This is an optimization exercise on Yosys and OpenROAD, whose aim is small area and a short achievable clock period, not a production implementation. RTL that was checked went through simulation tests only; none was proved equivalent to the original. No activity file was given, so power comes from the tool's default toggle rates.

==> run a <==
## gecko_reg_scoreboard
module gecko_reg_scoreboard #(
  parameter logic [31:0] REG_RESET_VALUE = 32'h0000_0000,
  parameter bit          ERROR_STICKY    = 1'b1
) (
  input  logic                    clk,
  input  logic                    rst,
  input  logic                    issue_valid,
  output logic                    issue_ready,
  input  logic [4:0]              issue_reg_addr,
  input  logic                    wb_valid,
  input  logic [4:0]              wb_reg_addr,
  input  logic [31:0]             wb_value,
  input  logic [4:0]              rs1_addr,
  input  logic [4:0]              rs2_addr,
  output logic [31:0]             rs1_value,
  output logic [31:0]             rs2_value,
  output logic [32*gecko_reg_scoreboard_pkg::STATUS_W-1:0]  reg_status,
  output logic                    underflow_error
);
==> module gecko_reg_scoreboard, before the edit <==
module gecko_reg_scoreboard #(
  parameter logic [31:0] REG_RESET_VALUE = 32'h0000_0000,
  parameter bit          ERROR_STICKY    = 1'b1
) (
  input  logic                    clk,
  input  logic                    rst,
  input  logic                    issue_valid,
  output logic                    issue_ready,
  input  logic [4:0]              issue_reg_addr,
  input  logic                    wb_valid,
  input  logic [4:0]              wb_reg_addr,
  input  logic [31:0]             wb_value,
  input  logic [4:0]              rs1_addr,
  input  logic [4:0]              rs2_addr,
  output logic [31:0]             rs1_value,
  output logic [31:0]             rs2_value,
  output logic [32*gecko_reg_scoreboard_pkg::STATUS_W-1:0]  reg_status,
  output logic                    underflow_error
);
  logic [31:1] wdec;       
  logic [31:1] idec;       
  logic [31:1] sel1;       
  logic [31:1] sel2;
  logic [31:1] blocked;
  logic [31:1] uf_vec;
  logic        byp1;       
  logic        byp2;
  logic [31:0] wdata;      
  logic [31:0] rdq [1:31];    
  assign wdata = rst ? wb_value : REG_RESET_VALUE;
  assign byp1  = wb_valid && (wb_reg_addr == rs1_addr) && (rs1_addr != 5'd0);
  assign byp2  = wb_valid && (wb_reg_addr == rs2_addr) && (rs2_addr != 5'd0);
  assign reg_status[1:0] = 2'b00;
  for (genvar i = 1; i < 32; i++) begin : g_reg
    logic [31:0] q;
    assign wdec[i] = wb_valid && (wb_reg_addr == 5'(i));
    assign idec[i] = issue_valid && (issue_reg_addr == 5'(i));
    assign sel1[i] = (rs1_addr == 5'(i));
    assign sel2[i] = (rs2_addr == 5'(i));
    always_ff @(posedge clk) begin
      if (wdec[i] || !rst) q <= wdata;
    end
    assign rdq[i] = q;
    gecko_reg_status_counter u_cnt (
      .clk       (clk),
      .rst       (rst),
      .issue_hit (idec[i]),
      .dec       (wdec[i]),
      .status    (reg_status[2*i +: 2]),
      .blocked   (blocked[i]),
      .underflow (uf_vec[i])
    );
  end
  for (genvar b = 0; b < 32; b++) begin : g_rd
    logic [31:1] col1;
    for (genvar i = 1; i < 32; i++) begin : g_col
      assign col1[i] = rdq[i][b];
    end
    logic st1, st2;
    gecko_reg_read_bit u_rd1 (.d(col1), .sel(sel1), .y(st1));
    gecko_reg_read_bit u_rd2 (.d(col1), .sel(sel2), .y(st2));
    assign rs1_value[b] = byp1 ? wb_value[b] : st1;
    assign rs2_value[b] = byp2 ? wb_value[b] : st2;
  end
  always_comb begin
    issue_ready = 1'b1;
    for (int i = 1; i < 32; i++)
      if (issue_reg_addr == 5'(i) && blocked[i]) issue_ready = 1'b0;
  end
  always_ff @(posedge clk) begin
    if (!rst) begin
      underflow_error <= 1'b0;
    end else if (ERROR_STICKY) begin
      underflow_error <= underflow_error || (uf_vec != '0);
    end else begin
      underflow_error <= (uf_vec != '0);
    end
  end
endmodule
==> module gecko_reg_read_bit, before the edit <==
module gecko_reg_read_bit (
  input  logic [31:1] d,
  input  logic [31:1] sel,
  output logic        y
);
  logic [10:0] grp_n;
  logic [2:0]  part;
  for (genvar g = 0; g < 10; g++) begin : g_grp
    gecko_reg_aoi3 u_aoi (.d(d[3*g+1 +: 3]), .sel(sel[3*g+1 +: 3]), .y_n(grp_n[g]));
  end
  assign grp_n[10] = ~(d[31] & sel[31]);
  gecko_reg_nand4 u_p0 (.a(grp_n[3:0]), .y(part[0]));
  gecko_reg_nand4 u_p1 (.a(grp_n[7:4]), .y(part[1]));
  gecko_reg_nand3 u_p2 (.a(grp_n[10:8]), .y(part[2]));
  assign y = |part;
endmodule
==> module gecko_reg_nand4, before the edit <==
module gecko_reg_nand4 (
  input  logic [3:0] a,
  output logic       y
);
  assign y = ~&a;
endmodule
==> module gecko_reg_nand3, before the edit <==
module gecko_reg_nand3 (
  input  logic [2:0] a,
  output logic       y
);
  assign y = ~&a;
endmodule
==> flow/config.mk <==
export PLATFORM = sky130hd
export DESIGN_NAME = gecko_reg_scoreboard
export DESIGN_NICKNAME = gecko_reg_scoreboard
export VERILOG_FILES = /design/flow/design.v
export SDC_FILE = /design/flow/constraint.sdc
export NUM_CORES = 4
export LEC_CHECK = 0
export CAP_MARGIN = 20
export CORE_MARGIN = 2
export CORE_UTILIZATION = 40
export PLACE_DENSITY = 0.45
export SETUP_SLACK_MARGIN = 0.5
export SLEW_MARGIN = 20
export SYNTH_HIERARCHICAL = 1
==> flow/constraint.sdc <==
create_clock -name core_clock -period 5.0 [get_ports {clk}]
set_input_delay 1.0000 -clock core_clock [delete_from_list [all_inputs] [get_ports {clk}]]
set_output_delay 1.0000 -clock core_clock [all_outputs]
set_load 0.01 [all_outputs]
standard.sh (not shown) runs the stock make flow with config.mk's settings and CLKGATE_MAP_FILE= SYNTH_SCRIPT=/design/flow/synth_recipe.tcl, a recipe that flattens the netlist after the stock synthesis.
==> flow/flow/run.sh <==
#!/bin/bash
set -e
export BUFFER_PORTS_ARGS="-buffer_cell sky130_fd_sc_hd__buf_2"
export CTS_ARGS="-sink_clustering_enable -repair_clock_nets -dont_use_dummy_load -sink_clustering_size 24 -sink_clustering_max_diameter 80"
bash standard.sh > standard.log 2>&1
==> run b: changes against run a <==
--- a/flow/design.v
+++ b/flow/design.v
@@ -61,3 +61,5 @@
   logic [31:0] wdata;      
-  logic [31:0] rdq [1:31];    
+  logic [31:0] rdq [0:31];    
+  logic [31:0] rsel1;         
+  logic [31:0] rsel2;
   assign wdata = rst ? wb_value : REG_RESET_VALUE;
@@ -70,4 +72,4 @@
     assign idec[i] = issue_valid && (issue_reg_addr == 5'(i));
-    assign sel1[i] = (rs1_addr == 5'(i));
-    assign sel2[i] = (rs2_addr == 5'(i));
+    assign sel1[i] = (rs1_addr == 5'(i)) && !wdec[i];
+    assign sel2[i] = (rs2_addr == 5'(i)) && !wdec[i];
     always_ff @(posedge clk) begin
@@ -86,12 +88,12 @@
   end
+  assign rdq[0] = wb_value;
+  assign rsel1  = {sel1, byp1};
+  assign rsel2  = {sel2, byp2};
   for (genvar b = 0; b < 32; b++) begin : g_rd
-    logic [31:1] col1;
-    for (genvar i = 1; i < 32; i++) begin : g_col
+    logic [31:0] col1, col2;
+    for (genvar i = 0; i < 32; i++) begin : g_col
       assign col1[i] = rdq[i][b];
     end
-    logic st1, st2;
-    gecko_reg_read_bit u_rd1 (.d(col1), .sel(sel1), .y(st1));
-    gecko_reg_read_bit u_rd2 (.d(col1), .sel(sel2), .y(st2));
-    assign rs1_value[b] = byp1 ? wb_value[b] : st1;
-    assign rs2_value[b] = byp2 ? wb_value[b] : st2;
+    gecko_reg_read_bit u_rd1 (.d(col1), .sel(rsel1), .y(rs1_value[b]));
+    gecko_reg_read_bit u_rd2 (.d(col1), .sel(rsel2), .y(rs2_value[b]));
   end
@@ -113,4 +115,4 @@
 module gecko_reg_read_bit (
-  input  logic [31:1] d,
-  input  logic [31:1] sel,
+  input  logic [31:0] d,
+  input  logic [31:0] sel,
   output logic        y
@@ -118,11 +120,7 @@
   logic [10:0] grp_n;
-  logic [2:0]  part;
   for (genvar g = 0; g < 10; g++) begin : g_grp
-    gecko_reg_aoi3 u_aoi (.d(d[3*g+1 +: 3]), .sel(sel[3*g+1 +: 3]), .y_n(grp_n[g]));
+    gecko_reg_aoi3 u_aoi (.d(d[3*g +: 3]), .sel(sel[3*g +: 3]), .y_n(grp_n[g]));
   end
-  assign grp_n[10] = ~(d[31] & sel[31]);
-  gecko_reg_nand4 u_p0 (.a(grp_n[3:0]), .y(part[0]));
-  gecko_reg_nand4 u_p1 (.a(grp_n[7:4]), .y(part[1]));
-  gecko_reg_nand3 u_p2 (.a(grp_n[10:8]), .y(part[2]));
-  assign y = |part;
+  assign grp_n[10] = ~((d[30] & sel[30]) | (d[31] & sel[31]));
+  assign y = ~&grp_n;
 endmodule
@@ -135,13 +133 @@
 endmodule
-module gecko_reg_nand4 (
-  input  logic [3:0] a,
-  output logic       y
-);
-  assign y = ~&a;
-endmodule
-module gecko_reg_nand3 (
-  input  logic [2:0] a,
-  output logic       y
-);
-  assign y = ~&a;
-endmodule
==> flow/run.sh (new file) <==
#!/bin/bash
# synth_recipe.tcl (not shown) runs the flow's synth.tcl, then flattens the netlist and writes it again
# the make line also repeats each setting of config.mk as NAME=value (left out here)
make -C /OpenROAD-flow-scripts/flow DESIGN_CONFIG=/design/flow/config.mk WORK_HOME=/design/flow/orfs CLKGATE_MAP_FILE= SYNTH_SCRIPT=/design/flow/synth_recipe.tcl finish
- PLACE_DENSITY: 0.45 -> not set
- SETUP_SLACK_MARGIN: 0.5 -> not set
removed: flow/flow/run.sh
removed: flow/standard.sh
==> out/metrics.cfg <==
[routing]
drtIter0Drc=9062
first_pass_iters=13

[timing]
max_slew_margin=0.2309
setup_viol=1
finalWorstSetupSlack_ps=-12.70
fin_crit_ps=5013

[run_status]
status=finished with violations
so.violations=setup timing

[worst_hold_path]
min_to=g_reg[29].u_cnt.c[0]$_SDFF_PN0_

[global_routing]
use_met2=0.4333

[pwr]
pwr-share-seq=0.527

[logic_synthesis]
syn_area_per_cell_um2=15.36

[cells_and_area]
area_growth_pct=28.55

[die]
start_util=0.4033

[critical_path]
cp_slowest_cell=or4_4

That was run b.
==> out/metrics.cfg <==
[run_status]
status=timing/DRC/antenna clean

[routing]
drtIter0Drc=7762
first_pass_iters=10

[cells_and_area]
stdcell_area_um2=54620
seq_share=0.5685
area_growth_pct=21.39

[timing]
max_slew_margin=0.2100
setup_viol=0

[global_routing]
use_met2=0.4975
grt_pass1_vias=34240

[logic_synthesis]
syn_area_per_cell_um2=15.13

[die]
start_util=0.4016

[worst_hold_path]
min_to=g_reg[17].u_cnt.c[0]$_SDFF_PN0_

[pwr]
pwr-share-seq=0.605

That was run a.
Only the layout flow was run in run b; the RTL was not checked for function there.

-- static timing again, ports no longer ideal --
Ports are ideal in the flow. The routed layouts listed here were re-timed in OpenROAD.
Step 1: set_driving_cell puts a clkbuf_16 on clk and a buf_2 on each other input, an assumption about the parent block.
Step 2 times the ports against the registers' clock, not the clock port: input delays grow and output delays shrink by t, the midpoint of the rising clock arrivals with the driver on.
a / b / c = ideal / step 1 / step 2; a / b = the first two.
run	t (ns)	setup WS [ns]	hold WS [ns]	worst setup path after step 2	pins driven straight from the clock port
run a	0.781	0.410 / 0.321 / 0.321	0.515 / 0.515 / 0.515	input to output	1
run b	0.756	-0.013 / -0.039 / -0.039	0.505 / 0.505 / 0.505	input to output	1
The setup slack of run a, which loses most, moves by -0.089 ns with the drivers and by -0.089 ns with both steps.
